Source: an optimization exercise on an open RTL-to-GDS flow (aim: small area). Production flows keep margins and buffers that such runs may drop. In this exercise RTL edits were held to simulation tests only and were not proved equivalent to the original. Power is estimated from default activity; no workload was simulated.

==> flow/design.v <==
`default_nettype none
package apb_mon_pkg;
    typedef enum logic [1:0] {
        phase_idle   = 2'd0,
        phase_setup  = 2'd1,
        phase_access = 2'd2
    } apb_phase_t;
    typedef enum logic [1:0] {
        viol_no_enable        = 2'd0,
        viol_unstable         = 2'd1,
        viol_enable_held      = 2'd2,
        viol_enable_no_select = 2'd3
    } apb_viol_t;
    typedef logic [3:0] viol_vec_t;
    typedef logic [$clog2(64)-1:0] bin_idx_t;
endpackage
`default_nettype wire
`default_nettype none
module apb_bus_monitor (
    input  wire         apb_if_monitor,
    input  wire         rst,
    input  wire         presetn,
    input  wire         psel,
    input  wire         penable,
    input  wire         pwrite,
    input  wire [31:0]  paddr,
    input  wire [31:0]  pwdata,
    input  wire [31:0]  prdata,
    input  wire         pready,
    input  wire         pslverr,
    input  wire         wb_cyc,
    input  wire         wb_stb,
    input  wire         wb_we,
    input  wire [6:0]   wb_adr,
    input  wire [31:0]  wb_wdata,
    output logic        wb_ack,
    output logic [31:0] wb_rdata
);
    logic [1:0]  state;       
    logic        xfer_done;
    logic [5:0]  xfer_bin;
    logic [3:0]  viol_pulse;
    logic        cap_write;
    logic [31:0] cap_addr;
    logic [31:0] cap_wdata;
    logic       st_idle, st_setup, in_xfer, complete, changed, start;
    logic [1:0] state_next;
    logic [3:0] viol_now;
    assign st_idle  = (state == 2'd0);
    assign st_setup = (state == 2'd1);
    assign in_xfer  = (state == 2'd1) || (state == 2'd2);
    assign complete = in_xfer && psel && penable && pready;
    assign start    = st_idle && psel && !penable;
    assign changed  = (paddr != cap_addr) || (pwrite != cap_write) ||
                      (cap_write && (pwdata != cap_wdata));
    always_comb begin
        if (start)
            state_next = 2'd1;
        else if (psel && !complete && (st_setup ? penable : (state == 2'd2)))
            state_next = 2'd2;
        else
            state_next = 2'd0;
    end
    assign viol_now[0] = st_setup && !penable;
    assign viol_now[1] = in_xfer && psel && penable && changed;
    assign viol_now[2] = xfer_done && penable;
    assign viol_now[3] = penable && !psel;
    always_ff @(posedge apb_if_monitor) begin
        if (rst || !presetn) begin
            state      <= 2'd0;
            xfer_done  <= 1'b0;
            viol_pulse <= 4'd0;
        end else begin
            state      <= state_next;
            xfer_done  <= complete;
            viol_pulse <= viol_now;
        end
    end
    always_ff @(posedge apb_if_monitor) begin
        if (start) begin
            cap_write <= pwrite;
            cap_addr  <= paddr;
            cap_wdata <= pwdata;
        end
        if (complete) begin
            xfer_bin <= {pwrite, pslverr, paddr[31:28]};
        end
    end
    logic       wb_req, wr_flags, wr_ctrl, count_clear, count_enable;
    logic [3:0] flags_q;
    logic [3:0] clr_mask;
    assign wb_req      = wb_cyc && wb_stb && !wb_ack;
    assign wr_flags    = wb_req && wb_we && (wb_adr == 7'd64);
    assign wr_ctrl     = wb_req && wb_we && (wb_adr == 7'd66);
    assign count_clear = wr_ctrl && wb_wdata[1];
    assign clr_mask    = wr_flags ? wb_wdata[3:0] : 4'd0;
    always_ff @(posedge apb_if_monitor) begin
        if (rst) begin
            wb_ack       <= 1'b0;
            count_enable <= 1'b1;
            flags_q      <= 4'd0;
        end else begin
            wb_ack <= wb_req;
            if (wr_ctrl)
                count_enable <= wb_wdata[0];
            flags_q <= (flags_q & ~clr_mask) | viol_pulse;
        end
    end
    logic [15:0]   ring [4][16];
    logic [3:0]    phase;
    logic [4:0]    sweep;
    logic [5:0]    q_bin [8];
    logic [7:0]    q_pend;
    logic [2:0]    q_wp;
    logic [15:0]   viol_total;
    logic          clear_all;
    logic          rec;
    logic [5:0]    pos;
    logic [63:0]   pos_hot;
    logic [15:0]   rd_raw;
    logic          rd_valid;
    logic [7:0]    rd_match;
    logic [3:0]    rd_cnt;
    logic [16:0]   rd_sum;
    logic [15:0]   rd;
    logic          head_valid;
    logic [7:0]    q_due;
    assign clear_all = rst || count_clear;
    assign rec       = xfer_done && count_enable && !clear_all;
    assign pos       = {wb_adr[5:4], phase - wb_adr[3:0] - 4'd1};
    apb_mon_dec6 u_dec_pos (.a(pos), .y(pos_hot));
    for (genvar b = 0; b < 16; b++) begin : g_rd_ring
        logic [63:0] col;
        for (genvar i = 0; i < 64; i++) begin : g_col
            assign col[i] = ring[i/16][i%16][b];
        end
        apb_mon_rd_bit u_rd_bit (.d(col), .s(pos_hot), .y(rd_raw[b]));
    end
    always_comb begin
        for (int i = 0; i < 8; i++) begin
            rd_match[i] = q_pend[i] && (q_bin[i] == wb_adr[5:0]);
            q_due[i]    = q_pend[i] && (q_bin[i][3:0] == phase);
        end
    end
    apb_mon_popcount8 u_rd_cnt (.a(rd_match), .y(rd_cnt));
    assign rd_valid = {1'b0, pos[3:0]} < sweep;
    assign rd_sum   = {1'b0, rd_valid ? rd_raw : 16'd0} + {13'd0, rd_cnt};
    assign rd       = rd_sum[16] ? 16'hFFFF : rd_sum[15:0];
    assign head_valid = sweep[4];
    for (genvar r = 0; r < 4; r++) begin : g_ring
        logic [7:0]  due;
        logic [3:0]  cnt;
        logic [16:0] sum;
        logic [15:0] head_new;
        for (genvar i = 0; i < 8; i++) begin : g_due
            assign due[i] = q_due[i] && (q_bin[i][5:4] == 2'(r));
        end
        apb_mon_popcount8 u_cnt (.a(due), .y(cnt));
        assign sum      = {1'b0, head_valid ? ring[r][15] : 16'd0} + {13'd0, cnt};
        assign head_new = sum[16] ? 16'hFFFF : sum[15:0];
        always_ff @(posedge apb_if_monitor) begin
            ring[r][0] <= head_new;
            for (int i = 1; i < 16; i++)
                ring[r][i] <= ring[r][i-1];
        end
    end
    always_ff @(posedge apb_if_monitor) begin
        for (int i = 0; i < 8; i++) begin
            if (clear_all)
                q_pend[i] <= 1'b0;
            else if (rec && (q_wp == 3'(i)))
                q_pend[i] <= 1'b1;
            else if (q_due[i])
                q_pend[i] <= 1'b0;
            if (rec && (q_wp == 3'(i)))
                q_bin[i] <= xfer_bin;
        end
        if (rec)
            q_wp <= q_wp + 3'd1;
    end
    always_ff @(posedge apb_if_monitor) begin
        if (rst)
            phase <= 4'd0;
        else
            phase <= phase + 4'd1;
        if (clear_all)
            sweep <= 5'd0;
        else if (!sweep[4])
            sweep <= sweep + 5'd1;
    end
    always_ff @(posedge apb_if_monitor) begin
        if (clear_all)
            viol_total <= 16'd0;
        else if (count_enable && (|viol_pulse) && (viol_total != 16'hFFFF))
            viol_total <= viol_total + 16'd1;
    end
    logic [15:0] read_word;
    logic [15:0] rdata_q;
    always_comb begin
        if (!wb_adr[6])
            read_word = rd;
        else begin
            case (wb_adr[5:0])
                6'd0:    read_word = {12'd0, flags_q};
                6'd1:    read_word = viol_total;
                6'd2:    read_word = {15'd0, count_enable};
                default: read_word = 16'd0;
            endcase
        end
    end
    always_ff @(posedge apb_if_monitor) begin
        rdata_q <= read_word;
    end
    assign wb_rdata = {16'd0, rdata_q};
endmodule
module apb_mon_dec6 (
    input  wire [5:0]  a,
    output logic [63:0] y
);
    always_comb begin
        for (int i = 0; i < 64; i++)
            y[i] = (a == 6'(i));
    end
endmodule
module apb_mon_popcount8 (
    input  wire [7:0]  a,
    output logic [3:0] y
);
    always_comb begin
        y = 4'd0;
        for (int i = 0; i < 8; i++)
            y = y + 4'(a[i]);
    end
endmodule
module apb_mon_rd_bit (
    input  wire [63:0] d,
    input  wire [63:0] s,
    output wire        y
);
    wire [21:0] t;
    for (genvar k = 0; k < 21; k++) begin : g_aoi
        apb_mon_aoi222 u_aoi (
            .a0(d[3*k]),   .s0(s[3*k]),
            .a1(d[3*k+1]), .s1(s[3*k+1]),
            .a2(d[3*k+2]), .s2(s[3*k+2]),
            .y (t[k])
        );
    end
    assign t[21] = ~(d[63] & s[63]);
    assign y = ~&t;
endmodule
module apb_mon_rd16 (
    input  wire [15:0] d,
    input  wire [15:0] s,
    output wire        y
);
    wire [5:0] t;
    for (genvar k = 0; k < 5; k++) begin : g_aoi
        apb_mon_aoi222 u_aoi (
            .a0(d[3*k]),   .s0(s[3*k]),
            .a1(d[3*k+1]), .s1(s[3*k+1]),
            .a2(d[3*k+2]), .s2(s[3*k+2]),
            .y (t[k])
        );
    end
    assign t[5] = ~(d[15] & s[15]);
    assign y = ~&t;
endmodule
module apb_mon_aoi222 (
    input  wire a0, s0, a1, s1, a2, s2,
    output wire y
);
    assign y = ~((a0 & s0) | (a1 & s1) | (a2 & s2));
endmodule
`default_nettype wire
==> flow/flow/run.sh <==
#!/bin/bash
set -euo pipefail
export BUFFER_PORTS_ARGS="-buffer_cell sky130_fd_sc_hd__buf_1"
export CTS_ARGS="-sink_clustering_enable -repair_clock_nets -sink_clustering_size 22 -sink_clustering_max_diameter 45 -buf_list sky130_fd_sc_hd__clkbuf_8 -dont_use_dummy_load"
bash standard.sh > standard.log 2>&1
==> flow/standard.sh <==
#!/bin/bash
# synth_recipe.tcl (not shown) runs the flow's synth.tcl, then flattens the netlist and writes it again
# the make line also repeats each setting of config.mk as NAME=value (left out here)
make -C /OpenROAD-flow-scripts/flow DESIGN_CONFIG=/design/flow/config.mk WORK_HOME=/design/flow/orfs CLKGATE_MAP_FILE= SYNTH_SCRIPT=/design/flow/synth_recipe.tcl "${@:-finish}"
==> flow/config.mk <==
export PLATFORM = sky130hd
export DESIGN_NAME = apb_bus_monitor
export DESIGN_NICKNAME = apb_bus_monitor
export VERILOG_FILES = /design/flow/design.v
export SDC_FILE = /design/flow/constraint.sdc
export NUM_CORES = 4
export LEC_CHECK = 0
export CAP_MARGIN = 10
export CORE_MARGIN = 2
export CORE_UTILIZATION = 45
export CTS_BUF_LIST = sky130_fd_sc_hd__clkbuf_8
export CTS_CLUSTER_DIAMETER = 45
export CTS_CLUSTER_SIZE = 22
export PLACE_DENSITY = 0.6
export SLEW_MARGIN = 10
export SYNTH_HIERARCHICAL = 1
export SYNTH_MINIMUM_KEEP_SIZE = 0
==> flow/constraint.sdc <==
create_clock -name core_clock -period 8.0 [get_ports {apb_if_monitor}]
set_input_delay 1.6000 -clock core_clock [delete_from_list [all_inputs] [get_ports {apb_if_monitor}]]
set_output_delay 1.6000 -clock core_clock [all_outputs]
set_load 0.01 [all_outputs]
==> results of run 1 <==
## state kept, by name (all words and copies together), names as in the netlist, 4 cells and up
name / cells
q_bin: 48
sweep: 5
viol_total: 16
ring: 1024
q_pend: 8
xfer_bin: 6
rdata_q: 16
cap_addr: 32
cap_wdata: 32
flags_q: 4
phase: 4
viol_pulse: 4
## worst max-delay path, cell delays in order
cell      delay (ps)
buf_1            420
inv_1            130
ha_1             240
inv_1             70
fa_1             420
inv_1            150
nand2b_1         710
nor2_2           300
a222oi_1         440
nand4_1          360
a211oi_1         270
nand2_1          110
and2_1           160
ha_1             220
fa_1             400
a21o_1           190
a21o_1           240
nand2_1          120
nor2_1           170
a21oi_1          290
a22oi_1          140
## modules after synthesis, one instance, submodules excluded
module | cell area (um^2) | cells inside | copies in the design | flip-flops and latches
apb_bus_monitor | 31400 | 2107 | 1 | 1208
apb_mon_dec6 | 465 | 95 | 1 | 0
apb_mon_popcount8 | 179 | 21 | 5 | 0
apb_mon_rd_bit | 51.3 | 9 | 16 | 0
apb_mon_aoi222 | 10.0 | 1 | 336 | 0
## stage by stage
step                cell area [um^2]  total power, W
detailed placement             39000         0.00654
CTS                            40500         0.00952
global placement               38900         0.00652
floorplan                      37000         0.00643
finish                         40500         0.00944
global route                   40500         0.00978
## kinds of logic (layout without fill, tap and decap cells)
family | after synthesis | in the layout | share of synthesized area
xor gates and xnor gates | 214 | 214 | 0.0508
and+or+nand+nor | 631 | 631 | 0.0909
adders and majority gates | 79 | 79 | 0.0320
DFF | 1208 | 1208 | 0.688
other | 1 | 18 | 0.000102
AOI/OAI and AO/OA | 484 | 484 | 0.116
muxes | 9 | 9 | 0.00244
buffers and inverters | 161 | 392 | 0.0197
## power groups by stage
stage	Combinational, W	Clock (W)	Sequential, W
finish	0.000264	0.00304	0.00614
global route	0.000286	0.00335	0.00614
CTS	0.000260	0.00313	0.00614
detailed placement	0.000259	0	0.00628
global placement	0.000247	0	0.00628
floorplan	0.000157	0	0.00627
## cell usage in the layout, fill, tap and decap left out, drive strengths merged, types with 12 or more instances in the layout
cell	Yosys	layout
nor4	45	45
nor3	27	27
edfxtp	122	122
nor3b	14	14
and3	42	42
xor2	127	127
inv	100	100
a21oi	38	38
buf	25	182
a21o	12	12
nand4	98	98
a222oi	336	336
nand2	131	131
and2	23	23
clkbuf	36	110
nor2b	22	22
o21ai	47	47
ha	53	53
xnor2	87	87
nor2	127	127
conb	1	16
nand3	51	51
fa	26	26
dfxtp	1086	1086
a211oi	20	20
## cell type report
type                       instances  area share
sequential                      1208       0.627
inverter                         100     0.00926
tap                             1070      0.0330
timing repair buffer             182      0.0250
antenna                            2    0.000123
clock buffer                     110      0.0374
multi-input combinational       1433       0.268
## per-layer routing
layer | GRT usage | up-vias | wire (um)
met2 | 0.368 | 904 | 45000
met3 | 0.0352 | 161 | 6400
li1 | - | 11000 | -
met5 | 0 | - | 15
met1 | 0.287 | 11700 | 39200
met4 | 0.0765 | 2 | 3230
## path summary, 6_finish.rpt
check	start	to	slack, ps	depth (start not counted)
setup reg to reg	phase[3]	ring[48][2]	1580	23
setup / recovery	wb_adr[0]	rdata_q[5]	1390	21
hold / removal	ring[62][15]	ring[63][15]	290	0
hold reg to reg	ring[62][15]	ring[63][15]	290	0
==> impl_metrics.tcl, run 1 <==
set metrics [dict create \
    status "timing/DRC/antenna clean" \
    wl_per_cell_um 22.9 \
    ir_drop_v 0.000129 \
    io_buffers 102 \
    setup_viol 0 \
    h-tree-depth 3 \
    synth_edf_count 122 \
    n_fill_cell 7155 \
    yosysTopAreaCell "dfxtp_1" \
    maxCapViolCount 0 \
    drtIter0Drc 2997 \
    p_per_area_nw_per_um2 233 \
    avgSynthCellArea_um2 13.3 \
    grt_pass1_vias 24400 \
    synth_area_um2 36900 \
    ys_warn_count 11 \
    antenna_found_initial 4 \
    dr.pass1.iters 10 \
    numCtsBuffers 110 \
    drive_gt1_frac 0.0719 \
    p_sw_w 0.00202 \
    cts_resized 0 \
    maxSlewViolCount 0 \
    max_clock_freq_ghz 0.151 \
    synth_cell_types 63 \
    finalWorstSetupSlack_ps 1390 \
    antenna_left 0 \
    p_leak_nw 15.2 \
    fin_tns_setup_ps 0 \
    die-area_um2 84400 \
    grt_overflow_total 0 \
    core_um2 81700 \
    ioPinCount 179 \
    cp-end-kind "flop" \
    via_count 23800 \
    synth_seq_cells 1208 \
    grt_util_all_layers 0.219 \
    p_comb_frac 0.028 \
    synth_common_cells "1086 x dfxtp_1, 336 x a222oi_1, 131 x nand2_1, 127 x nor2_1, 127 x xor2_1" \
    stdcell_count 4105 \
    post-place-ws_ps 620 \
    rows 105 \
    tightest_slew_ps 944 \
    post-route-period-util 0.826 \
    worst_hold_slack_ps 291 \
    regArea_um2 25400 \
    clockRootBuffer "clkbuf_8" \
    clock_skew_ps 93.0 \
    multi_input_area_um2 10900 \
    dp_hpwl_um 68000 \
    ys.flop_type "dfxtp_1" \
    via_per_inst 5.79 \
    path_clk_slew_ps 120 \
    relSlewSlack 0.370 \
    path_max_fanout 16 \
    clk_path_buf_depth 3 \
    grt_max_degree 67 \
    critPathRequiredTime_ps 8550 \
    rsz0062_at_grt "no" \
    fin_util 0.496 \
    die-height_um 290 \
    ys_seq_area_frac 0.688 \
    startpoint_type "input pin" \
    hold_buffers 0 \
    switching_share 0.214 \
    holdCritPathClass "flop to flop" \
    gp_congestion 0.893 \
    post-route-min-period_ps 6610 \
    start_util 0.452 \
    sequentialPowerShare 0.650 \
    internal_power_w 0.00742 \
    synthArstFlopShare 0 \
    drt-total-wl_um 93800 \
    synthTopCellsByArea "dfxtp_1 59%, edfxtp_1 9.9%, a222oi_1 9.1%" \
    dp_cells 3993 \
    final_nets 3260 \
    synth.most_common_cell "dfxtp_1" \
    hold_violations 0 \
    syn_to_final_growth_pct 9.75 \
    synth_top_area_share 0.589 \
    cts_tree "done" \
    post_cts_buffers 0 \
    grt_first_pass_wirelength_um 144000 \
    cp.arrival_ps 7160 \
    cts.sinks 1208 \
    clkPwrFrac 0.322 \
    drc 0 \
    die_x_um 290 \
    worstSkewPairLatency_ps 770 \
    synth_cells 2787 \
    path_class "input pin to flop" \
]
==> run 2: changes to the inputs <==
==> flow/flow/run.sh (replaced) <==
#!/bin/bash
set -euo pipefail
export BUFFER_PORTS_ARGS="-buffer_cell sky130_fd_sc_hd__buf_1"
export CTS_ARGS="-sink_clustering_enable -repair_clock_nets -sink_clustering_size 16 -sink_clustering_max_diameter 50 -buf_list sky130_fd_sc_hd__clkbuf_8 -dont_use_dummy_load"
bash standard.sh > standard.log 2>&1
--- a/flow/config.mk
+++ b/flow/config.mk
@@ -9,8 +9,8 @@
 export CORE_MARGIN = 2
 export CORE_UTILIZATION = 45
 export CTS_BUF_LIST = sky130_fd_sc_hd__clkbuf_8
-export CTS_CLUSTER_DIAMETER = 45
-export CTS_CLUSTER_SIZE = 22
+export CTS_CLUSTER_DIAMETER = 50
+export CTS_CLUSTER_SIZE = 16
 export PLACE_DENSITY = 0.6
 export SLEW_MARGIN = 10
 export SYNTH_HIERARCHICAL = 1
==> run 2 against run 1 <==
  * Routed wire length is 0.15% lower
  * Largest power group unchanged
  * Combinational power hardly changed
  * Cell count is 0.19% lower
  * Non-clock buffer count stayed put
  * Critical endpoint is now rdata_q[9]
  * Synthesized cell count stayed put
  * Sequential power hardly changed
  * Utilization is 0.13 points lower
  * Via count hardly changed
==> impl_metrics.tcl, run 2 <==
set metrics [dict create \
    placed_area_um2 39000 \
    antenna_found_initial 4 \
    die-area_um2 84400 \
    grt_first_pass_wirelength_um 143000 \
    drc 0 \
    rsz0062_at_grt "no" \
    reg2reg_slack_ps 1620 \
    antenna_left 0 \
    path_delay_family "simple AND/OR/NAND/NOR gates" \
    synth-simple-area-share 0.0909 \
    path_clk_slew_ps 90 \
    ys.flop_type "dfxtp_1" \
    start_util 0.452 \
    synth_area_um2 36900 \
    avgSynthCellArea_um2 13.3 \
    worst_hold_slack_ps 316 \
    drive_gt1_frac 0.0694 \
    synthTopCellsByArea "dfxtp_1 59%, edfxtp_1 9.9%, a222oi_1 9.1%" \
    final_nets 3252 \
    mostFrequentLayoutCell "dfxtp_1" \
    ir_drop_v 0.000128 \
    path_max_fanout 16 \
    p_leak_nw 15.1 \
    synth_top_area_share 0.589 \
    clk_path_buf_depth 3 \
    status "timing/DRC/antenna clean" \
    dp_cells 3993 \
    largest_registers "ring: 1024 flops, q_bin: 48 flops" \
    worstSkewPairLatency_ps 730 \
    die_x_um 290 \
    post-route-min-period_ps 6610 \
    hold_buffers 0 \
    synth-compound-area-share 0.116 \
    stdcell_count 4097 \
    clockRootBuffer "clkbuf_8" \
    via_count 23700 \
    synth_seq_cells 1208 \
    syn_to_final_growth_pct 9.46 \
    holdCritPathClass "flop to flop" \
    max_stage_delay_ps 710 \
    muxShareOfSynthArea 0.00244 \
    startpoint_type "input pin" \
    yosys.area_share.xor_xnor 0.0508 \
    grt_pass1_vias 24400 \
    io_buffers 102 \
    via_per_inst 5.79 \
    grt_overflow_total 0 \
    cpMaxStageDelayCell "nand2b_1" \
    synth_common_cells "1086 x dfxtp_1, 336 x a222oi_1, 131 x nand2_1, 127 x nor2_1, 127 x xor2_1" \
    crit_path_cell_trace "buf_1 > inv_1 > ha_1 > inv_1 > fa_1 > inv_1 > nand2b_1 > nor2_2 > a222oi_1 > nand4_1 > a211oi_1 > nand2_1 > and2_1 > ha_1 > fa_1 > a21o_1 > a21o_1 > nand2_1 > nor2_1 > a21oi_1 > a22oi_1" \
    final_area_um2 40400 \
    gp_congestion 0.893 \
    clock_skew_ps 85.2 \
    final_cell_mix "1085 x dfxtp_1, 336 x a222oi_1, 131 x nand2_1" \
    sequentialPowerShare 0.657 \
    cp-end-kind "flop" \
    tightest_slew_ps 934 \
    relSlewSlack 0.376 \
    p_sw_w 0.00200 \
    rows 105 \
    drt-total-wl_um 93700 \
    dr.pass1.iters 14 \
    core_um2 81700 \
    critPathBufInv 4 \
    cts_tree "done" \
    dp_hpwl_um 68000 \
    p_comb_frac 0.028 \
    die-height_um 290 \
    switching_share 0.214 \
    numCtsBuffers 102 \
    largest_register_ffs 1024 \
    yosysTopAreaCell "dfxtp_1" \
    clkPwrFrac 0.314 \
    finalWorstSetupSlack_ps 1390 \
    setup_viol 0 \
    post_cts_buffers 0 \
    synth.most_common_cell "dfxtp_1" \
    maxCapViolCount 0 \
    synth_top_family_by_area "compound AO/OA/AOI/OAI gates" \
    internal_power_w 0.00734 \
    ys_seq_area_frac 0.688 \
    top_register "ring" \
    p_per_area_nw_per_um2 231 \
    grt_util_all_layers 0.218 \
    drtIter0Drc 2863 \
    grt_max_degree 67 \
    ioPinCount 179 \
    synth_cells 2787 \
    synth-adder-area-share 0.0320 \
    synth_edf_count 122 \
    cts_resized 0 \
    post-place-ws_ps 620 \
    cts.sinks 1208 \
    synthArstFlopShare 0 \
    cp.arrival_ps 7110 \
    synth_cell_types 63 \
    path_class "input pin to flop" \
    maxSlewViolCount 0 \
    wl_per_cell_um 22.9 \
    ys_warn_count 11 \
    max_clock_freq_ghz 0.151 \
    fin_tns_setup_ps 0 \
    h-tree-depth 3 \
    post-route-period-util 0.826 \
    hold_violations 0 \
    n_fill_cell 7162 \
    critPathRequiredTime_ps 8500 \
    path_common_cell "inv_1" \
]
==> run 2: per-module statistics from Yosys (local to each module, per instance) <==
module / cells / flip-flops and latches / cell area [um^2]
apb_mon_aoi222: 1 / 0 / 10.0
apb_mon_popcount8: 21 / 0 / 179
apb_mon_dec6: 95 / 0 / 465
apb_bus_monitor: 2107 / 1208 / 31400
apb_mon_rd_bit: 9 / 0 / 51.3
==> run 2: final timing paths <==
kind,cells after the start,startpoint,endpoint
worst max register to register,24,phase[3],ring[48][2]
worst max-delay path,21,wb_adr[0],rdata_q[9]
worst min register to register,0,ring[48][4],ring[49][4]
worst min-delay path,0,ring[48][4],ring[49][4]
==> run 2: logic make-up after synthesis <==
kind of cell / count (synthesis)
buffers and inverters: 161
muxes: 9
xor gates and xnor gates: 214
and+or+nand+nor: 631
adders and majority gates: 79
AOI/OAI and AO/OA: 484
other: 1
DFF: 1208
==> run 2: power groups by stage <==
stage | Combinational (W) | Clock, W | Sequential, W
after floorplan | 0.000157 | 0 | 0.00627
after global placement | 0.000247 | 0 | 0.00628
after detailed placement | 0.000259 | 0 | 0.00628
after CTS | 0.000260 | 0.00302 | 0.00614
after global routing | 0.000286 | 0.00325 | 0.00614
final | 0.000264 | 0.00293 | 0.00614
==> run 2: layer usage <==
layer | global-route usage | part of all wire
met2 | 0.362 | 0.47
met5 | 0 | 0.00016
met4 | 0.0901 | 0.041
met3 | 0.0355 | 0.067
met1 | 0.285 | 0.42
==> run 2: cell type report <==
cell class,count,area (um^2),share of cell area
Inverter,100,375,0.00929
Clock buffer,102,1400,0.0347
Sequential cell,1208,25400,0.628
Timing Repair Buffer,182,1010,0.0251
Multi-Input combinational cell,1433,10900,0.269
Antenna cell,2,5.00,0.000124
Tap cell,1070,1340,0.0331
==> run 2: metrics by stage <==
step | power [W] | utilization
4_1_cts | 0.00942 | 0.494
6_report | 0.00933 | 0.495
3_3_place_gp | 0.00652 | 0.476
5_1_grt | 0.00968 | 0.495
2_1_floorplan | 0.00643 | -
3_5_place_dp | 0.00654 | 0.477
==> run 3: changes to the inputs <==
--- a/flow/config.mk
+++ b/flow/config.mk
@@ -7,11 +7,11 @@
 export LEC_CHECK = 0
 export CAP_MARGIN = 10
 export CORE_MARGIN = 2
-export CORE_UTILIZATION = 45
+export CORE_UTILIZATION = 55
 export CTS_BUF_LIST = sky130_fd_sc_hd__clkbuf_8
 export CTS_CLUSTER_DIAMETER = 50
 export CTS_CLUSTER_SIZE = 16
-export PLACE_DENSITY = 0.6
+export PLACE_DENSITY = 0.65
 export SLEW_MARGIN = 10
 export SYNTH_HIERARCHICAL = 1
 export SYNTH_MINIMUM_KEEP_SIZE = 0
==> run 3 against run 2 <==
  * Combinational power down 3%
  * Synthesized area unchanged
  * Sequential power about the same
  * Routed wire length down 3.0%
  * Critical path depth up 3
  * Global-route usage up 4.1 points
  * Synthesized cell count unchanged
==> impl_metrics.tcl, run 3 <==
set metrics [dict create \
    hold_buffers 0 \
    drive_gt1_frac 0.0674 \
    maxSlewViolCount 0 \
    worstSkewPairLatency_ps 730 \
    die-area_um2 69200 \
    via_per_inst 6.09 \
    holdCritPathClass "flop to flop" \
    fin_util 0.601 \
    reg2reg_slack_ps 1380 \
    synth_area_um2 36900 \
    fin_tns_setup_ps 0 \
    synth_seq_cells 1208 \
    path_max_fanout 13 \
    wl_per_cell_um 23.3 \
    antenna_found_initial 2 \
    dp_hpwl_um 65500 \
    synth_common_cells "1086 x dfxtp_1, 336 x a222oi_1, 131 x nand2_1, 127 x nor2_1, 127 x xor2_1" \
    post_cts_buffers 0 \
    clockRootBuffer "clkbuf_8" \
    final_cell_mix "1085 x dfxtp_1, 336 x a222oi_1, 131 x nand2_1" \
    mostFrequentLayoutCell "dfxtp_1" \
    start_util 0.553 \
    core_um2 66800 \
    drt-total-wl_um 90900 \
    maxCapViolCount 0 \
    syn_to_final_growth_pct 8.73 \
    tightest_slew_ps 983 \
    grt_max_degree 67 \
    hold_violations 0 \
    ir_drop_v 0.000126 \
    regToRegStartpoint "phase[2]" \
    hold_end "ring[37][1]" \
    p_leak_nw 15.1 \
    synthTopCellsByArea "dfxtp_1 59%, edfxtp_1 9.9%, a222oi_1 9.1%" \
    drc 0 \
    post-route-min-period_ps 6620 \
    rsz0062_at_grt "no" \
    top_register "ring" \
    worstHoldStart "ring[36][1]" \
    status "timing/DRC/antenna clean" \
    ys_warn_count 11 \
    antenna_left 0 \
    grt_overflow_total 0 \
    dr.pass1.iters 9 \
    path_class "flop to flop" \
    cts_resized 0 \
    drtIter0Drc 3332 \
    rr_worst_depth 24 \
    clk_path_buf_depth 3 \
    rows 95 \
    avgSynthCellArea_um2 13.3 \
    power_w 0.00937 \
    numCtsBuffers 106 \
    crit_start "phase[2]" \
    synth_top_area_share 0.589 \
    via_count 23700 \
    relSlewSlack 0.340 \
    largest_registers "ring: 1024 flops, q_bin: 48 flops" \
    setup_viol 0 \
    ys_seq_area_frac 0.688 \
    clock_skew_ps 87.9 \
    die-height_um 263 \
    synth_cells 2787 \
    startpoint_type "flop" \
    grt_util_all_layers 0.259 \
    max_clock_freq_ghz 0.151 \
    h-tree-depth 3 \
    post-route-period-util 0.828 \
    final_nets 3252 \
    cts.sinks 1208 \
    gp_congestion 0.882 \
    cp.arrival_ps 7240 \
    path_clk_slew_ps 90 \
    grt_first_pass_wirelength_um 139000 \
    die_x_um 263 \
    ys.flop_type "dfxtp_1" \
    ioPinCount 179 \
    min_path_cells 0 \
    synth_cell_types 63 \
    synthArstFlopShare 0 \
    synth_edf_count 122 \
    cts_tree "done" \
    largest_register_ffs 1024 \
    grt_pass1_vias 24300 \
    cp-end-kind "flop" \
    synth.most_common_cell "dfxtp_1" \
    timing.rr.end "ring[32][13]" \
    yosysTopAreaCell "dfxtp_1" \
    p_per_area_nw_per_um2 233 \
    io_buffers 102 \
    critPathRequiredTime_ps 8620 \
]
## run 3: metal layers
layer / global-route usage / vias to the layer above / wire (um)
met1: 0.330 / 11700 / 37400
li1: - / 11000 / -
met2: 0.438 / 844 / 43500
met5: 0 / - / 0
met3: 0.0423 / 172 / 5930
met4: 0.115 / 0 / 4050
## run 3: modules after synthesis, one instance, submodules excluded
module,cells inside,flops+latches
apb_mon_aoi222,1,0
apb_mon_dec6,95,0
apb_mon_rd_bit,9,0
apb_mon_popcount8,21,0
apb_bus_monitor,2107,1208
## run 3: critical path: stages, from the launching register on
cell and delay [ps]:
dfxtp_1 540, buf_4 240, xor2_1 90, nor4_1 390, nand2_1 170, inv_1 90, nand2_1 50, nor2_1 130
fa_1 430, inv_1 80, fa_1 470, fa_1 450, inv_1 70, ha_1 160, inv_1 70, fa_1 470
inv_1 90, inv_1 60, fa_1 460, nor2b_1 160, o21ai_0 160, a21oi_1 510, nand4_1 660, and3_1 430
nor3_1 120
## run 3: how the worst max path moves through the flow
stage	end	slack, ps	cells after the start
global route	ring[32][13]	910	24
global placement	rdata_q[9]	960	19
detailed placement	rdata_q[5]	780	18
finish	ring[32][13]	1380	24
CTS	ring[32][13]	1410	24
floorplan	rdata_q[5]	1590	21
## run 3: final cells by class
class / count / area (um^2)
Sequential cell: 1208 / 25400
Tap cell: 873 / 1090
Multi-Input combinational cell: 1433 / 10900
Clock buffer: 106 / 1460
Antenna cell: 2 / 5.00
Inverter: 100 / 375
Fill cell: 5359 / 26600
Timing Repair Buffer: 178 / 953
## run 3: kinds of logic after synthesis
| kind of cell | synth area share |
|---|---|
| AOI/OAI and AO/OA | 0.116 |
| adders and majority gates | 0.0320 |
| other | 0.000102 |
| buffers and inverters | 0.0197 |
| xor gates and xnor gates | 0.0508 |
| muxes | 0.00244 |
| DFF | 0.688 |
| and+or+nand+nor | 0.0909 |
## run 3: report_power, final
part | internal, W | switching (W)
Clock | 0.00118 | 0.00180
Sequential | 0.00612 | 0.0000125
Combinational | 0.0000786 | 0.000178
Total | 0.00738 | 0.00199
## run 3: through the flow
stage | hold WS, ps | cell area (um^2) | std cells | worst slack, ps
global placement | 334 | 38700 | 3791 | 956
global route | 302 | 40200 | 3899 | 909
detailed placement | 335 | 38700 | 3791 | 783
finish | 294 | 40200 | 3900 | 1380
floorplan | 330 | 37000 | 2802 | 1590
CTS | 295 | 40100 | 3897 | 1410
==> run 4: changes to the inputs <==
--- a/flow/design.v
+++ b/flow/design.v
@@ -175,7 +175,9 @@
             if (rec && (q_wp == 3'(i)))
                 q_bin[i] <= xfer_bin;
         end
-        if (rec)
+        if (rst)
+            q_wp <= 3'd0;
+        else if (rec)
             q_wp <= q_wp + 3'd1;
     end
     always_ff @(posedge apb_if_monitor) begin
--- a/flow/config.mk
+++ b/flow/config.mk
@@ -7,11 +7,11 @@
 export LEC_CHECK = 0
 export CAP_MARGIN = 10
 export CORE_MARGIN = 2
-export CORE_UTILIZATION = 55
+export CORE_UTILIZATION = 45
 export CTS_BUF_LIST = sky130_fd_sc_hd__clkbuf_8
 export CTS_CLUSTER_DIAMETER = 50
 export CTS_CLUSTER_SIZE = 16
-export PLACE_DENSITY = 0.65
+export PLACE_DENSITY = 0.6
 export SLEW_MARGIN = 10
 export SYNTH_HIERARCHICAL = 1
 export SYNTH_MINIMUM_KEEP_SIZE = 0
==> run 4 against run 3 <==
  * Synthesized area is essentially flat
  * Routed wire length grew 3.8%
  * First-iteration DRC count shrank 6.8%
  * Global-route usage shrank 3.9 points
  * Fmax shrank 1.1%
  * Sequential share of layout area shrank 0.55 points
  * Cell count grew 5.3%
  * Critical endpoint is now ring[48][13]
  * Largest cell class unchanged
==> impl_metrics.tcl, run 4 <==
set metrics [dict create \
    status "timing/DRC/antenna clean" \
    grt_util_all_layers 0.220 \
    sequentialPowerShare 0.656 \
    drc 0 \
    p_leak_nw 15.1 \
    drive_gt1_frac 0.0702 \
    path_max_fanout 13 \
    p_sw_w 0.00201 \
    cp-end-kind "flop" \
    synth_top_area_share 0.590 \
    rsz0062_at_grt "no" \
    synth_edf_count 119 \
    clkPwrFrac 0.315 \
    post-route-period-util 0.837 \
    clk_path_buf_depth 3 \
    largest_registers "ring: 1024 flops, q_bin: 48 flops" \
    worst_hold_slack_ps 266 \
    ys_warn_count 11 \
    h-tree-depth 3 \
    placed_area_um2 39100 \
    synth_cell_types 69 \
    gr-usage-met3 0.0351 \
    fin_tns_setup_ps 0 \
    path_class "flop to flop" \
    die-height_um 291 \
    synth_area_um2 37000 \
    numCtsBuffers 102 \
    regToRegStartpoint "phase[3]" \
    drt-total-wl_um 94300 \
    start_util 0.452 \
    synth_seq_cells 1208 \
    synth_cells 2789 \
    synthArstFlopShare 0 \
    grt_pass1_vias 24800 \
    startpoint_type "flop" \
    synth_common_cells "1089 x dfxtp_1, 336 x a222oi_1, 135 x nor2_1, 132 x nand2_1, 121 x xor2_1" \
    yosysTopAreaCell "dfxtp_1" \
    rows 105 \
    ys.flop_type "dfxtp_1" \
    switching_share 0.215 \
    antenna_found_initial 2 \
    clockRootBuffer "clkbuf_8" \
    cts_resized 0 \
    dp_hpwl_um 69000 \
    via_count 23800 \
    io_buffers 102 \
    gp_congestion 0.894 \
    power_w 0.00935 \
    grt_first_pass_wirelength_um 145000 \
    post-route-min-period_ps 6700 \
    ir_drop_v 0.000139 \
    top_usage_layer "met2" \
    internal_power_w 0.00734 \
    avgSynthCellArea_um2 13.3 \
    path_clk_slew_ps 100 \
    final_cell_mix "1088 x dfxtp_1, 336 x a222oi_1, 135 x nor2_1" \
    top_register "ring" \
    antenna_left 0 \
    grt_max_degree 67 \
    hold_violations 0 \
    cts.sinks 1208 \
    ioPinCount 179 \
    maxSlewViolCount 0 \
    maxCapViolCount 0 \
    worstSkewPairLatency_ps 760 \
    final_area_um2 40500 \
    syn_to_final_growth_pct 9.48 \
    post_cts_buffers 0 \
    grt_overflow_total 0 \
    die-area_um2 84400 \
    critPathRequiredTime_ps 8680 \
    mostFrequentLayoutCell "dfxtp_1" \
    hold_buffers 0 \
    synth.most_common_cell "dfxtp_1" \
    ys_seq_area_frac 0.687 \
    relSlewSlack 0.311 \
    core_um2 81700 \
    clock_skew_ps 93.6 \
    crit_start "phase[3]" \
    p_comb_frac 0.029 \
    grtUsageMet2 0.369 \
    setup_viol 0 \
    synthTopCellsByArea "dfxtp_1 59%, edfxtp_1 9.7%, a222oi_1 9.1%" \
    cts_tree "done" \
    final_nets 3263 \
    worstHoldStart "ring[40][2]" \
    die_x_um 291 \
    largest_register_ffs 1024 \
    use_met1 0.282 \
    holdCritPathClass "flop to flop" \
    tightest_slew_ps 1030 \
    wl_per_cell_um 23.0 \
    max_clock_freq_ghz 0.149 \
    dr.pass1.iters 10 \
    drtIter0Drc 3107 \
    p_per_area_nw_per_um2 231 \
    via_per_inst 5.79 \
    cp.arrival_ps 7370 \
]
-- run 4: cell type report --
| cell class | instances | area, um^2 |
|---|---|---|
| Multi-Input combinational cell | 1435 | 10900 |
| Timing Repair Buffer | 192 | 1060 |
| Clock buffer | 102 | 1400 |
| Inverter | 99 | 372 |
| Fill cell | 7109 | 41300 |
| Antenna cell | 2 | 5.00 |
| Sequential cell | 1208 | 25400 |
| Tap cell | 1070 | 1340 |
-- run 4: metrics by stage --
step | cells | utilization | worst slack, ps
after floorplan | 2804 | - | 1620
after global placement | 4004 | 0.478 | 806
after detailed placement | 4004 | 0.478 | 756
after CTS | 4106 | 0.495 | 1350
after global routing | 4107 | 0.495 | 763
final | 4108 | 0.495 | 1300
-- run 4: critical path, stage by stage (launching register included) --
cell and delay [ps]:
dfxtp_1 730, xor2_1 150, nor4_1 490, and4_1 280, fa_1 430, inv_1 80
fa_1 440, fa_1 460, inv_1 70, ha_1 160, inv_1 60, fa_1 550
inv_1 120, inv_1 70, fa_1 440, nor2b_1 180, o21ai_0 300, a21oi_1 550
nand4_1 640, nor2b_1 350, mux2i_1 140
-- run 4: cells by family (layout without fill, tap and decap cells) --
kind of cell,Yosys count,after routing,share of synthesized area
AOI/OAI and AO/OA,492,492,0.118
other,1,18,0.000101
buffers and inverters,161,393,0.0199
DFF,1208,1208,0.687
muxes,14,14,0.00379
and+or+nand+nor,620,620,0.0892
adders and majority gates,79,79,0.0320
xor gates and xnor gates,214,214,0.0507
-- run 4: power by group through the flow --
stage / registers, W / clock network [W] / logic, W
6_report: 0.00614 / 0.00294 / 0.000268
5_1_grt: 0.00614 / 0.00324 / 0.000292
4_1_cts: 0.00614 / 0.00302 / 0.000267
3_5_place_dp: 0.00628 / 0 / 0.000266
3_3_place_gp: 0.00628 / 0 / 0.000259
2_1_floorplan: 0.00627 / 0 / 0.000158
-- run 4: Yosys stat by module (local to each module, per instance) --
module,times used,cells
apb_mon_popcount8,5,21
apb_mon_rd_bit,16,9
apb_mon_aoi222,336,1
apb_mon_dec6,1,95
apb_bus_monitor,1,2109
-- run 4: per-layer routing --
layer,share of wire,wire length [um]
met1,0.41,38800
met3,0.068,6390
met2,0.48,45100
met4,0.043,4030
met5,0,0
-- run 4: path summary, 6_finish.rpt --
check                 endpoint  slack [ps]  depth (start not counted)
hold / removal     ring[41][2]         270                          0
hold reg to reg    ring[41][2]         270                          0
setup reg to reg  ring[48][13]        1300                         20
setup / recovery  ring[48][13]        1300                         20
==> run 5: changes to the inputs <==
==> flow/flow/run.sh (replaced) <==
#!/bin/bash
set -euo pipefail
export BUFFER_PORTS_ARGS="-buffer_cell sky130_fd_sc_hd__buf_1"
export CTS_ARGS="-sink_clustering_enable -repair_clock_nets -sink_clustering_size 30 -sink_clustering_max_diameter 60 -buf_list sky130_fd_sc_hd__clkbuf_16 -dont_use_dummy_load"
bash standard.sh > standard.log 2>&1
--- a/flow/config.mk
+++ b/flow/config.mk
@@ -8,9 +8,9 @@
 export CAP_MARGIN = 10
 export CORE_MARGIN = 2
 export CORE_UTILIZATION = 45
-export CTS_BUF_LIST = sky130_fd_sc_hd__clkbuf_8
-export CTS_CLUSTER_DIAMETER = 50
-export CTS_CLUSTER_SIZE = 16
+export CTS_BUF_LIST = sky130_fd_sc_hd__clkbuf_16
+export CTS_CLUSTER_DIAMETER = 60
+export CTS_CLUSTER_SIZE = 30
 export PLACE_DENSITY = 0.6
 export SLEW_MARGIN = 10
 export SYNTH_HIERARCHICAL = 1
==> run 5 against run 4 <==
  * Still clean
  * Critical path depth unchanged
  * First-iteration DRC count is 4.9% higher
  * Non-clock buffer count unchanged
  * Synthesized cell count is the same
  * Clock skew up 8.4 ps
  * Synthesized area unchanged
  * Setup slack better by 58 ps
  * Fmax is 0.87% higher
  * Cell area rose by 0.23%
  * Sequential power about the same
==> impl_metrics.tcl, run 5 <==
set metrics [dict create \
    status "timing/DRC/antenna clean" \
    grt_pass1_vias 24400 \
    clk_path_buf_depth 3 \
    finalWorstSetupSlack_ps 1360 \
    dp_hpwl_um 69000 \
    antenna_left 0 \
    use_met1 0.280 \
    ys_warn_count 11 \
    tightest_slew_ps 1010 \
    rsz0062_at_grt "no" \
    dr.pass1.iters 11 \
    drive_gt1_frac 0.0571 \
    grt_util_all_layers 0.217 \
    antenna_found_initial 1 \
    dp_cells 4004 \
    synth_top_area_share 0.590 \
    worstHoldStart "ring[27][15]" \
    ioPinCount 179 \
    stdcell_count 4065 \
    worstSkewPairLatency_ps 690 \
    relSlewSlack 0.320 \
    mostFrequentLayoutCell "dfxtp_1" \
    largest_register_ffs 1024 \
    gr-usage-met3 0.0307 \
    start_util 0.452 \
    fin_util 0.496 \
    placed_area_um2 39100 \
    drtIter0Drc 3260 \
    final_area_um2 40600 \
    largest_registers "ring: 1024 flops, q_bin: 48 flops" \
    ir_drop_v 0.000240 \
    hold_end "ring[28][15]" \
    maxCapViolCount 0 \
    rr_worst_depth 20 \
    post_cts_buffers 0 \
    via_per_inst 5.81 \
    max_stage_delay_ps 730 \
    clockRootBuffer "clkbuf_16" \
    final_cell_mix "1088 x dfxtp_1, 336 x a222oi_1, 135 x nor2_1" \
    die-height_um 291 \
    cp.arrival_ps 7240 \
    die-area_um2 84400 \
    yosysTopAreaCell "dfxtp_1" \
    synth_common_cells "1089 x dfxtp_1, 336 x a222oi_1, 135 x nor2_1, 132 x nand2_1, 121 x xor2_1" \
    path_class "flop to flop" \
    synth_area_um2 37000 \
    clock_skew_ps 102 \
    synthTopCellsByArea "dfxtp_1 59%, edfxtp_1 9.7%, a222oi_1 9.1%" \
    min_path_cells 0 \
    maxSlewViolCount 0 \
    holdCritPathClass "flop to flop" \
    via_count 23600 \
    cts.sinks 1208 \
    numCtsBuffers 60 \
    synth_cells 2789 \
    top_usage_layer "met2" \
    rows 105 \
    synthArstFlopShare 0 \
    synth_cell_types 69 \
    drc 0 \
    reg2reg_slack_ps 1360 \
    timing.rr.end "ring[48][13]" \
    crit_path_cell_trace "xor2_1 > nor4_1 > and4_1 > fa_1 > inv_1 > fa_1 > fa_1 > inv_1 > ha_1 > inv_1 > fa_1 > inv_1 > inv_1 > fa_1 > nor2b_1 > o21ai_0 > a21oi_1 > nand4_1 > nor2b_1 > mux2i_1" \
    synth.most_common_cell "dfxtp_1" \
    wl_per_cell_um 23.0 \
    gp_congestion 0.894 \
    grt_first_pass_wirelength_um 144000 \
    cpMaxStageDelayCell "dfxtp_1" \
    cts_resized 0 \
    post-route-period-util 0.830 \
    hold_violations 0 \
    path_clk_slew_ps 110 \
    cp-end-kind "flop" \
    max_clock_freq_ghz 0.151 \
    hold_buffers 0 \
    cts_tree "done" \
    top_register "ring" \
    post-place-ws_ps 756 \
    grt_max_degree 67 \
    grtUsageMet2 0.370 \
    startpoint_type "flop" \
    ys_seq_area_frac 0.687 \
    fin_tns_setup_ps 0 \
    ys.flop_type "dfxtp_1" \
    io_buffers 102 \
    p_per_area_nw_per_um2 235 \
    setup_viol 0 \
    crit_start "phase[3]" \
    final_nets 3221 \
    avgSynthCellArea_um2 13.3 \
    p_leak_nw 15.1 \
    core_um2 81700 \
    path_max_fanout 13 \
    h-tree-depth 2 \
    regToRegStartpoint "phase[3]" \
    post-route-min-period_ps 6640 \
    drt-total-wl_um 93400 \
    synth_seq_cells 1208 \
    die_x_um 291 \
    grt_overflow_total 0 \
    synth_edf_count 119 \
    syn_to_final_growth_pct 9.74 \
    critPathRequiredTime_ps 8600 \
]
[run 5: area by class of cell]
cell class | instances | area (um^2)
fillers | 7080 | 41200
flip-flops and latches | 1208 | 25400
multi-input cells | 1435 | 10900
clock buffers | 60 | 1500
well taps | 1070 | 1340
repair buffers | 192 | 1060
inverters | 99 | 372
diodes | 1 | 2.50
[run 5: metrics by stage]
step                power, W  hold slack, ps
finish               0.00951             294
global route         0.00981             300
CTS                  0.00958             298
detailed placement   0.00654             335
global placement     0.00654             332
floorplan            0.00643             330
[run 5: kinds of logic (layout without fill, tap and decap cells)]
family / count (synthesis) / in the layout / synth area share
flops: 1208 / 1208 / 0.687
xor+xnor: 214 / 214 / 0.0507
mux: 14 / 14 / 0.00379
buf+inv: 161 / 351 / 0.0199
compound gates: 492 / 492 / 0.118
other cells: 1 / 17 / 0.000101
simple gates: 620 / 620 / 0.0892
fa+ha+maj: 79 / 79 / 0.0320
[run 5: layer usage]
metal  routed length [um]  part of all wire
met5                    0                 0
met4                 3570             0.038
met3                 6200             0.066
met2                45000              0.48
met1                38500              0.41
[run 5: critical path: cells and delay by family, from the launching register on]
kind            cells  cell delay [ps]
fa+ha+maj           6             2480
mux                 1              140
flops               1              730
xor+xnor            1              140
simple gates        5             1910
buf+inv             5              400
compound gates      2              810
[run 5: worst max-delay path by stage]
stage              endpoint  slack (ps)
2_1_floorplan    rdata_q[5]        1620
3_3_place_gp     rdata_q[5]         810
3_5_place_dp     rdata_q[7]         760
4_1_cts        ring[48][13]        1350
5_1_grt        ring[48][13]         750
6_report       ring[48][13]        1360
[run 5: per-module statistics from Yosys, one instance, submodules excluded]
module	area [um^2]	copies in the design	cells	flip-flops and latches
apb_mon_rd_bit	51.3	16	9	0
apb_mon_popcount8	179	5	21	0
apb_mon_aoi222	10.0	336	1	0
apb_bus_monitor	31400	1	2109	1208
apb_mon_dec6	465	1	95	0
[run 5: report_power, final]
| part | internal [W] | total (W) | switching (W) |
|---|---|---|---|
| combinational | 0.0000848 | 0.000268 | 0.000184 |
| sequential | 0.00612 | 0.00614 | 0.0000144 |
| clock | 0.00133 | 0.00311 | 0.00178 |
| total | 0.00754 | 0.00951 | 0.00197 |
==> run 6: changes to the inputs <==
--- a/flow/design.v
+++ b/flow/design.v
@@ -106,12 +106,17 @@
             flags_q <= (flags_q & ~clr_mask) | viol_pulse;
         end
     end
-    logic [15:0]   ring [4][16];
-    logic [3:0]    phase;
-    logic [4:0]    sweep;
-    logic [5:0]    q_bin [8];
-    logic [7:0]    q_pend;
-    logic [2:0]    q_wp;
+    localparam int NR = 8;           
+    localparam int NS = 64 / NR;     
+    localparam int PW = $clog2(NS);  
+    localparam int NQ = NS / 2;      
+    localparam int QW = $clog2(NQ);
+    logic [15:0]   ring [NR][NS];
+    logic [PW-1:0] phase;
+    logic [PW:0]   sweep;
+    logic [5:0]    q_bin [NQ];
+    logic [NQ-1:0] q_pend;
+    logic [QW-1:0] q_wp;
     logic [15:0]   viol_total;
     logic          clear_all;
     logic          rec;
@@ -119,76 +124,76 @@
     logic [63:0]   pos_hot;
     logic [15:0]   rd_raw;
     logic          rd_valid;
-    logic [7:0]    rd_match;
-    logic [3:0]    rd_cnt;
+    logic [NQ-1:0] rd_match;
+    logic [QW:0]   rd_cnt;
     logic [16:0]   rd_sum;
     logic [15:0]   rd;
     logic          head_valid;
-    logic [7:0]    q_due;
+    logic [NQ-1:0] q_due;
     assign clear_all = rst || count_clear;
     assign rec       = xfer_done && count_enable && !clear_all;
-    assign pos       = {wb_adr[5:4], phase - wb_adr[3:0] - 4'd1};
+    assign pos       = {wb_adr[5:PW], PW'(phase - wb_adr[PW-1:0] - PW'(1))};
     apb_mon_dec6 u_dec_pos (.a(pos), .y(pos_hot));
     for (genvar b = 0; b < 16; b++) begin : g_rd_ring
         logic [63:0] col;
         for (genvar i = 0; i < 64; i++) begin : g_col
-            assign col[i] = ring[i/16][i%16][b];
+            assign col[i] = ring[i/NS][i%NS][b];
         end
         apb_mon_rd_bit u_rd_bit (.d(col), .s(pos_hot), .y(rd_raw[b]));
     end
     always_comb begin
-        for (int i = 0; i < 8; i++) begin
+        for (int i = 0; i < NQ; i++) begin
             rd_match[i] = q_pend[i] && (q_bin[i] == wb_adr[5:0]);
-            q_due[i]    = q_pend[i] && (q_bin[i][3:0] == phase);
-        end
-    end
-    apb_mon_popcount8 u_rd_cnt (.a(rd_match), .y(rd_cnt));
-    assign rd_valid = {1'b0, pos[3:0]} < sweep;
-    assign rd_sum   = {1'b0, rd_valid ? rd_raw : 16'd0} + {13'd0, rd_cnt};
+            q_due[i]    = q_pend[i] && (q_bin[i][PW-1:0] == phase);
+        end
+    end
+    apb_mon_popcount #(.N(NQ)) u_rd_cnt (.a(rd_match), .y(rd_cnt));
+    assign rd_valid = {1'b0, pos[PW-1:0]} < sweep;
+    assign rd_sum   = {1'b0, rd_valid ? rd_raw : 16'd0} + 17'(rd_cnt);
     assign rd       = rd_sum[16] ? 16'hFFFF : rd_sum[15:0];
-    assign head_valid = sweep[4];
-    for (genvar r = 0; r < 4; r++) begin : g_ring
-        logic [7:0]  due;
-        logic [3:0]  cnt;
+    assign head_valid = sweep[PW];
+    for (genvar r = 0; r < NR; r++) begin : g_ring
+        logic [NQ-1:0] due;
+        logic [QW:0]   cnt;
         logic [16:0] sum;
         logic [15:0] head_new;
-        for (genvar i = 0; i < 8; i++) begin : g_due
-            assign due[i] = q_due[i] && (q_bin[i][5:4] == 2'(r));
-        end
-        apb_mon_popcount8 u_cnt (.a(due), .y(cnt));
-        assign sum      = {1'b0, head_valid ? ring[r][15] : 16'd0} + {13'd0, cnt};
+        for (genvar i = 0; i < NQ; i++) begin : g_due
+            assign due[i] = q_due[i] && (q_bin[i][5:PW] == (6-PW)'(r));
+        end
+        apb_mon_popcount #(.N(NQ)) u_cnt (.a(due), .y(cnt));
+        assign sum      = {1'b0, head_valid ? ring[r][NS-1] : 16'd0} + 17'(cnt);
         assign head_new = sum[16] ? 16'hFFFF : sum[15:0];
         always_ff @(posedge apb_if_monitor) begin
             ring[r][0] <= head_new;
-            for (int i = 1; i < 16; i++)
+            for (int i = 1; i < NS; i++)
                 ring[r][i] <= ring[r][i-1];
         end
     end
     always_ff @(posedge apb_if_monitor) begin
-        for (int i = 0; i < 8; i++) begin
+        for (int i = 0; i < NQ; i++) begin
             if (clear_all)
                 q_pend[i] <= 1'b0;
-            else if (rec && (q_wp == 3'(i)))
+            else if (rec && (q_wp == QW'(i)))
                 q_pend[i] <= 1'b1;
             else if (q_due[i])
                 q_pend[i] <= 1'b0;
-            if (rec && (q_wp == 3'(i)))
+            if (rec && (q_wp == QW'(i)))
                 q_bin[i] <= xfer_bin;
         end
         if (rst)
-            q_wp <= 3'd0;
+            q_wp <= '0;
         else if (rec)
-            q_wp <= q_wp + 3'd1;
+            q_wp <= q_wp + QW'(1);
     end
     always_ff @(posedge apb_if_monitor) begin
         if (rst)
-            phase <= 4'd0;
+            phase <= '0;
         else
-            phase <= phase + 4'd1;
+            phase <= phase + PW'(1);
         if (clear_all)
-            sweep <= 5'd0;
-        else if (!sweep[4])
-            sweep <= sweep + 5'd1;
+            sweep <= '0;
+        else if (!sweep[PW])
+            sweep <= sweep + (PW+1)'(1);
     end
     always_ff @(posedge apb_if_monitor) begin
         if (clear_all)
@@ -224,14 +229,16 @@
             y[i] = (a == 6'(i));
     end
 endmodule
-module apb_mon_popcount8 (
-    input  wire [7:0]  a,
-    output logic [3:0] y
-);
-    always_comb begin
-        y = 4'd0;
-        for (int i = 0; i < 8; i++)
-            y = y + 4'(a[i]);
+module apb_mon_popcount #(
+    parameter int N = 8
+) (
+    input  wire [N-1:0]         a,
+    output logic [$clog2(N):0]  y
+);
+    always_comb begin
+        y = '0;
+        for (int i = 0; i < N; i++)
+            y = y + ($clog2(N)+1)'(a[i]);
     end
 endmodule
 module apb_mon_rd_bit (
==> flow/flow/run.sh (replaced) <==
#!/bin/bash
set -euo pipefail
export BUFFER_PORTS_ARGS="-buffer_cell sky130_fd_sc_hd__buf_1"
export CTS_ARGS="-sink_clustering_enable -repair_clock_nets -sink_clustering_size 16 -sink_clustering_max_diameter 50 -buf_list sky130_fd_sc_hd__clkbuf_8 -dont_use_dummy_load"
bash standard.sh > standard.log 2>&1
--- a/flow/config.mk
+++ b/flow/config.mk
@@ -8,9 +8,9 @@
 export CAP_MARGIN = 10
 export CORE_MARGIN = 2
 export CORE_UTILIZATION = 45
-export CTS_BUF_LIST = sky130_fd_sc_hd__clkbuf_16
-export CTS_CLUSTER_DIAMETER = 60
-export CTS_CLUSTER_SIZE = 30
+export CTS_BUF_LIST = sky130_fd_sc_hd__clkbuf_8
+export CTS_CLUSTER_DIAMETER = 50
+export CTS_CLUSTER_SIZE = 16
 export PLACE_DENSITY = 0.6
 export SLEW_MARGIN = 10
 export SYNTH_HIERARCHICAL = 1
==> run 6 against run 5 <==
  * Still clean on timing, DRC and antenna
  * Synthesized cell count is 4.2% higher
  * Synthesized area fell by 0.92%
  * Clock power fell by 4%
  * Combinational power shrank 7.5%
  * Critical path depth grew 1
  * Cell count rose by 3.2%
  * Largest cell class unchanged
==> impl_metrics.tcl, run 6 <==
set metrics [dict create \
    die-area_um2 83700 \
    wl_per_cell_um 23.5 \
    cts_resized 0 \
    numCtsBuffers 107 \
    mostFrequentLayoutCell "dfxtp_1" \
    dr.pass1.iters 14 \
    hold_violations 0 \
    syn_to_final_growth_pct 9.48 \
    post-place-ws_ps 954 \
    maxSlewViolCount 0 \
    final_nets 3360 \
    hold_buffers 0 \
    core_um2 80500 \
    antenna_left 0 \
    path_clk_slew_ps 90 \
    p_per_area_nw_per_um2 229 \
    grt_pass1_vias 25100 \
    ioPinCount 179 \
    ys_seq_area_frac 0.669 \
    synth.most_common_cell "dfxtp_1" \
    finalWorstSetupSlack_ps 1600 \
    largest_registers "ring: 1024 flops, cap_addr: 32 flops, cap_wdata: 32 flops" \
    clk_path_buf_depth 3 \
    drt-total-wl_um 98700 \
    fin_tns_setup_ps 0 \
    post-route-min-period_ps 6400 \
    gp_congestion 0.904 \
    status "timing/DRC/antenna clean" \
    relSlewSlack 0.164 \
    rsz0062_at_grt "no" \
    largest_register_ffs 1024 \
    synth_cells 2905 \
    h-tree-depth 3 \
    post_cts_buffers 0 \
    via_per_inst 5.95 \
    synth_common_cells "1082 x dfxtp_1, 336 x a222oi_1, 180 x nand2_1, 172 x nor2_1, 113 x xor2_1" \
    p_leak_nw 15.1 \
    holdCritPathClass "flop to flop" \
    die_x_um 289 \
    synth_edf_count 95 \
    placed_area_um2 38600 \
    max_clock_freq_ghz 0.156 \
    cp.arrival_ps 6990 \
    dp_hpwl_um 70000 \
    top_register "ring" \
    avgSynthCellArea_um2 12.6 \
    ys_warn_count 11 \
    startpoint_type "input pin" \
    post-route-period-util 0.800 \
    cts_tree "done" \
    antenna_found_initial 2 \
    cp-end-kind "flop" \
    drc 0 \
    critPathRequiredTime_ps 8590 \
    via_count 25000 \
    final_cell_mix "1081 x dfxtp_1, 336 x a222oi_1, 180 x nand2_1" \
    grt_max_degree 67 \
    synth_top_area_share 0.592 \
    drive_gt1_frac 0.0663 \
    cts.sinks 1177 \
    synth_seq_cells 1177 \
    grt_first_pass_wirelength_um 149000 \
    clockRootBuffer "clkbuf_8" \
    die-height_um 289 \
    path_max_fanout 11 \
    ir_drop_v 0.000153 \
    yosysTopAreaCell "dfxtp_1" \
    grt_overflow_total 0 \
    rows 104 \
    synthTopCellsByArea "dfxtp_1 59%, a222oi_1 9.2%, edfxtp_1 7.8%" \
    drtIter0Drc 3192 \
    tightest_slew_ps 1250 \
    worstSkewPairLatency_ps 740 \
    setup_viol 0 \
    final_area_um2 40100 \
    clock_skew_ps 69.1 \
    ys.flop_type "dfxtp_1" \
    synthArstFlopShare 0 \
    synth_cell_types 62 \
    path_class "input pin to flop" \
    worst_hold_slack_ps 298 \
    maxCapViolCount 0 \
    grt_util_all_layers 0.233 \
    n_fill_cell 7011 \
    synth_area_um2 36600 \
    io_buffers 102 \
    start_util 0.455 \
]
-- run 6: path summary, 6_finish.rpt --
path | startpoint | end | cells past startpoint | slack (ps)
hold / removal | ring[52][15] | ring[53][15] | 0 | 300
setup reg to reg | phase[0] | rdata_q[3] | 19 | 2270
hold reg to reg | ring[52][15] | ring[53][15] | 0 | 300
setup / recovery | wb_adr[0] | rdata_q[3] | 21 | 1600
-- run 6: critical path, stage by stage --
cell and delay (ps):
buf_1 120, inv_1 110, ha_1 220, fa_1 410
xnor2_2 540, buf_4 340, or4b_1 530, nor2_1 740
a222oi_1 260, nand3_1 180, nor4_1 60, nand2_1 90
and2_1 130, ha_1 180, fa_1 230, a21oi_1 110
nor2_1 230, and2_1 240, and3_1 320, a21oi_1 100
o32ai_1 230
-- run 6: per-stage QoR --
step / std cells / total power (W) / util
finish: 4197 / 0.00919 / 0.498
floorplan: 2920 / 0.00623 / -
global placement: 4087 / 0.00634 / 0.479
CTS: 4194 / 0.00926 / 0.497
detailed placement: 4087 / 0.00634 / 0.479
global route: 4197 / 0.00949 / 0.498
-- run 6: layout make-up --
| class | instances | area [um^2] | area share |
|---|---|---|---|
| Antenna cell | 2 | 5.00 | 0.000125 |
| Multi-Input combinational cell | 1585 | 11500 | 0.286 |
| Sequential cell | 1177 | 24500 | 0.612 |
| Timing Repair Buffer | 177 | 947 | 0.0236 |
| Tap cell | 1060 | 1330 | 0.0331 |
| Inverter | 89 | 335 | 0.00836 |
| Clock buffer | 107 | 1470 | 0.0367 |
-- run 6: power by group --
| part | internal [W] | switching, W | leakage, nW | total [W] |
|---|---|---|---|---|
| Combinational | 0.0000718 | 0.000177 | 4.70 | 0.000248 |
| Clock | 0.00119 | 0.00179 | 0.769 | 0.00298 |
| Sequential | 0.00595 | 0.0000130 | 9.59 | 0.00596 |
-- run 6: cell families (layout without fill, tap and decap cells) --
family	after synthesis	after routing	synth area share
compound gates	533	533	0.124
xor+xnor	205	205	0.0490
fa+ha+maj	77	77	0.0302
buf+inv	158	373	0.0190
flops	1177	1177	0.669
mux	19	19	0.00519
other cells	1	18	0.000102
simple gates	735	735	0.103
-- run 6: modules after synthesis (local to each module, per instance), excerpt --
module | copies in the design | flops+latches | cells
apb_bus_monitor | 1 | 1177 | 2258
apb_mon_dec6 | 1 | 0 | 95
apb_mon_aoi222 | 336 | 0 | 1
apb_mon_rd_bit | 16 | 0 | 9
-- run 6: layer usage --
layer | global-route usage | part of all wire | up-vias
li1 | - | - | 11300
met1 | 0.312 | 0.43 | 12400
met2 | 0.379 | 0.47 | 1064
met3 | 0.0371 | 0.075 | 171
met4 | 0.0872 | 0.034 | 0
met5 | 0 | 0 | -
==> run 7: changes to the inputs <==
==> flow/flow/run.sh (replaced) <==
#!/bin/bash
set -euo pipefail
export BUFFER_PORTS_ARGS="-buffer_cell sky130_fd_sc_hd__buf_1"
export CTS_ARGS="-sink_clustering_enable -repair_clock_nets -sink_clustering_size 10 -sink_clustering_max_diameter 35 -buf_list sky130_fd_sc_hd__clkbuf_4 -dont_use_dummy_load"
bash standard.sh > standard.log 2>&1
--- a/flow/config.mk
+++ b/flow/config.mk
@@ -8,9 +8,9 @@
 export CAP_MARGIN = 10
 export CORE_MARGIN = 2
 export CORE_UTILIZATION = 45
-export CTS_BUF_LIST = sky130_fd_sc_hd__clkbuf_8
-export CTS_CLUSTER_DIAMETER = 50
-export CTS_CLUSTER_SIZE = 16
+export CTS_BUF_LIST = sky130_fd_sc_hd__clkbuf_4
+export CTS_CLUSTER_DIAMETER = 35
+export CTS_CLUSTER_SIZE = 10
 export PLACE_DENSITY = 0.6
 export SLEW_MARGIN = 10
 export SYNTH_HIERARCHICAL = 1
==> run 7 against run 6 <==
  * Clock power is 6% lower
  * Non-clock buffer count stayed put
  * Still clean on timing, DRC and antenna
  * Register-to-register slack better by 20 ps
  * Highest routed layer is now met5
  * Critical path depth stayed put
  * Flip-flop and latch count stayed put
  * Via count is 1.6% higher
  * Cell area is 0.50% lower
  * Largest cell class unchanged
  * Synthesized cell count stayed put
  * Count of clock-buffer cells in the layout is 61 higher
  * Critical path type unchanged
==> impl_metrics.tcl, run 7 <==
set metrics [dict create \
    status "timing/DRC/antenna clean" \
    n_fill_cell 7058 \
    placed_area_um2 38600 \
    final_cell_mix "1081 x dfxtp_1, 336 x a222oi_1, 180 x nand2_1" \
    avgSynthCellArea_um2 12.6 \
    drt-total-wl_um 99600 \
    rows 104 \
    via_per_inst 5.95 \
    path_clk_slew_ps 100 \
    final_area_um2 39900 \
    gp_congestion 0.904 \
    dp_hpwl_um 70000 \
    clk_path_buf_depth 3 \
    drtIter0Drc 3295 \
    rsz0062_at_grt "no" \
    path_max_fanout 11 \
    antenna_left 0 \
    drc 0 \
    via_count 25300 \
    cp-end-kind "flop" \
    holdCritPathClass "flop to flop" \
    antenna_found_initial 4 \
    fin_tns_setup_ps 0 \
    path_class "input pin to flop" \
    synth_cell_types 62 \
    hold_buffers 0 \
    synth_edf_count 95 \
    io_buffers 102 \
    maxCapViolCount 0 \
    synth.most_common_cell "dfxtp_1" \
    cp.arrival_ps 6860 \
    top_register "ring" \
    post_cts_buffers 0 \
    largest_register_ffs 1024 \
    clock_skew_ps 156 \
    synth_top_area_share 0.592 \
    cts_resized 0 \
    startpoint_type "input pin" \
    h-tree-depth 4 \
    regArea_um2 24500 \
    numCtsBuffers 168 \
    max_clock_freq_ghz 0.165 \
    die-area_um2 83700 \
    synth_seq_cells 1177 \
    stdcell_count 4262 \
    syn_to_final_growth_pct 8.93 \
    tightest_slew_ps 1290 \
    hold_violations 0 \
    drive_gt1_frac 0.0842 \
    synth_cells 2905 \
    synth_area_um2 36600 \
    die-height_um 289 \
    synthTopCellsByArea "dfxtp_1 59%, a222oi_1 9.2%, edfxtp_1 7.8%" \
    setup_viol 0 \
    grt_max_degree 67 \
    start_util 0.455 \
    synthArstFlopShare 0 \
    critPathRequiredTime_ps 8800 \
    grt_first_pass_wirelength_um 150000 \
    ioPinCount 179 \
    dr.pass1.iters 13 \
    core_um2 80500 \
    die_x_um 289 \
    final_nets 3421 \
    ys.flop_type "dfxtp_1" \
    dp_cells 4087 \
    synth_common_cells "1082 x dfxtp_1, 336 x a222oi_1, 180 x nand2_1, 172 x nor2_1, 113 x xor2_1" \
    mostFrequentLayoutCell "dfxtp_1" \
    p_per_area_nw_per_um2 226 \
    grt_util_all_layers 0.236 \
    ir_drop_v 0.000127 \
    p_leak_nw 15.1 \
    grt_pass1_vias 25600 \
    grt_overflow_total 0 \
    wl_per_cell_um 23.4 \
    clockRootBuffer "clkbuf_4" \
    maxSlewViolCount 0 \
    cts_tree "done" \
    cts.sinks 1177 \
    ys_warn_count 11 \
    ys_seq_area_frac 0.669 \
    multi_input_area_um2 11500 \
    worstSkewPairLatency_ps 1060 \
    post-route-min-period_ps 6060 \
    largest_registers "ring: 1024 flops, cap_addr: 32 flops, cap_wdata: 32 flops" \
    yosysTopAreaCell "dfxtp_1" \
    post-route-period-util 0.757 \
    relSlewSlack 0.134 \
]
run 7: cell count changes in the layout (fill, tap and decap cells not counted), sizes merged:
cell    change
clkbuf     +61
diode       +4
run 7: per-stage QoR:
stage | setup WS [ps] | total power [W] | utilization | hold slack (ps)
detailed placement | 954 | 0.00634 | 0.479 | 335
global placement | 1040 | 0.00634 | 0.479 | 333
floorplan | 1800 | 0.00623 | - | 330
CTS | 2040 | 0.00909 | 0.495 | 206
global route | 1770 | 0.00935 | 0.495 | 217
finish | 1940 | 0.00901 | 0.495 | 233
run 7: layout make-up:
type / instances / area share
diodes: 6 / 0.000376
inverters: 89 / 0.00841
repair buffers: 177 / 0.0237
flip-flops and latches: 1177 / 0.615
clock buffers: 168 / 0.0316
well taps: 1060 / 0.0333
multi-input cells: 1585 / 0.288
run 7: per-module statistics from Yosys, one instance, submodules excluded, excerpt:
module           flops+latches  cells inside  copies in the design  cell area (um^2)
apb_bus_monitor           1177          2258                     1             31400
apb_mon_rd_bit               0             9                    16              51.3
apb_mon_dec6                 0            95                     1               465
apb_mon_aoi222               0             1                   336              10.0
run 7: critical path: stages:
cell and delay [ps]:
buf_1 120, inv_1 110, ha_1 220, fa_1 410
xnor2_2 540, buf_4 340, nand4bb_1 230, nor2_1 740
buf_4 340, a222oi_1 150, nand4_1 290, a211oi_1 90
nand2_1 110, and2_1 130, ha_1 270, a21oi_1 210
nor2_1 120, and2_1 190, and3_1 260, a21oi_1 250
o22ai_1 120
run 7: worst paths after layout:
kind,slack (ps),startpoint,to,cells after the start
max reg2reg,2290,phase[0],rdata_q[1],19
min reg2reg,230,ring[35][12],ring[36][12],0
min,230,ring[35][12],ring[36][12],0
max,1940,wb_adr[0],rdata_q[1],21
run 7: cells by family (layout without fill, tap and decap cells):
family | Yosys count | count (layout) | share of synthesized area
multiplexers | 19 | 19 | 0.00519
AND/OR/NAND/NOR | 735 | 735 | 0.103
XOR/XNOR | 205 | 205 | 0.0490
buffers and inverters | 158 | 434 | 0.0190
flip-flops | 1177 | 1177 | 0.669
AO/OA/AOI/OAI | 533 | 533 | 0.124
adder cells (fa/ha/maj) | 77 | 77 | 0.0302
other | 1 | 22 | 0.000102
run 7: routing by layer:
| layer | up-vias | wire length [um] | track usage |
|---|---|---|---|
| met4 | 2 | 3270 | 0.0977 |
| met3 | 181 | 8550 | 0.0441 |
| met2 | 1184 | 46300 | 0.381 |
| li1 | 11500 | - | - |
| met5 | - | 13 | 0 |
| met1 | 12500 | 41400 | 0.312 |
run 7: power breakdown:
part           leakage [nW]  internal (W)  total, W  switching (W)
Combinational          4.70     0.0000717  0.000249       0.000177
Sequential             9.59       0.00595   0.00596      0.0000130
Clock                 0.773      0.000961   0.00280        0.00184
Total                  15.1       0.00698   0.00901        0.00203
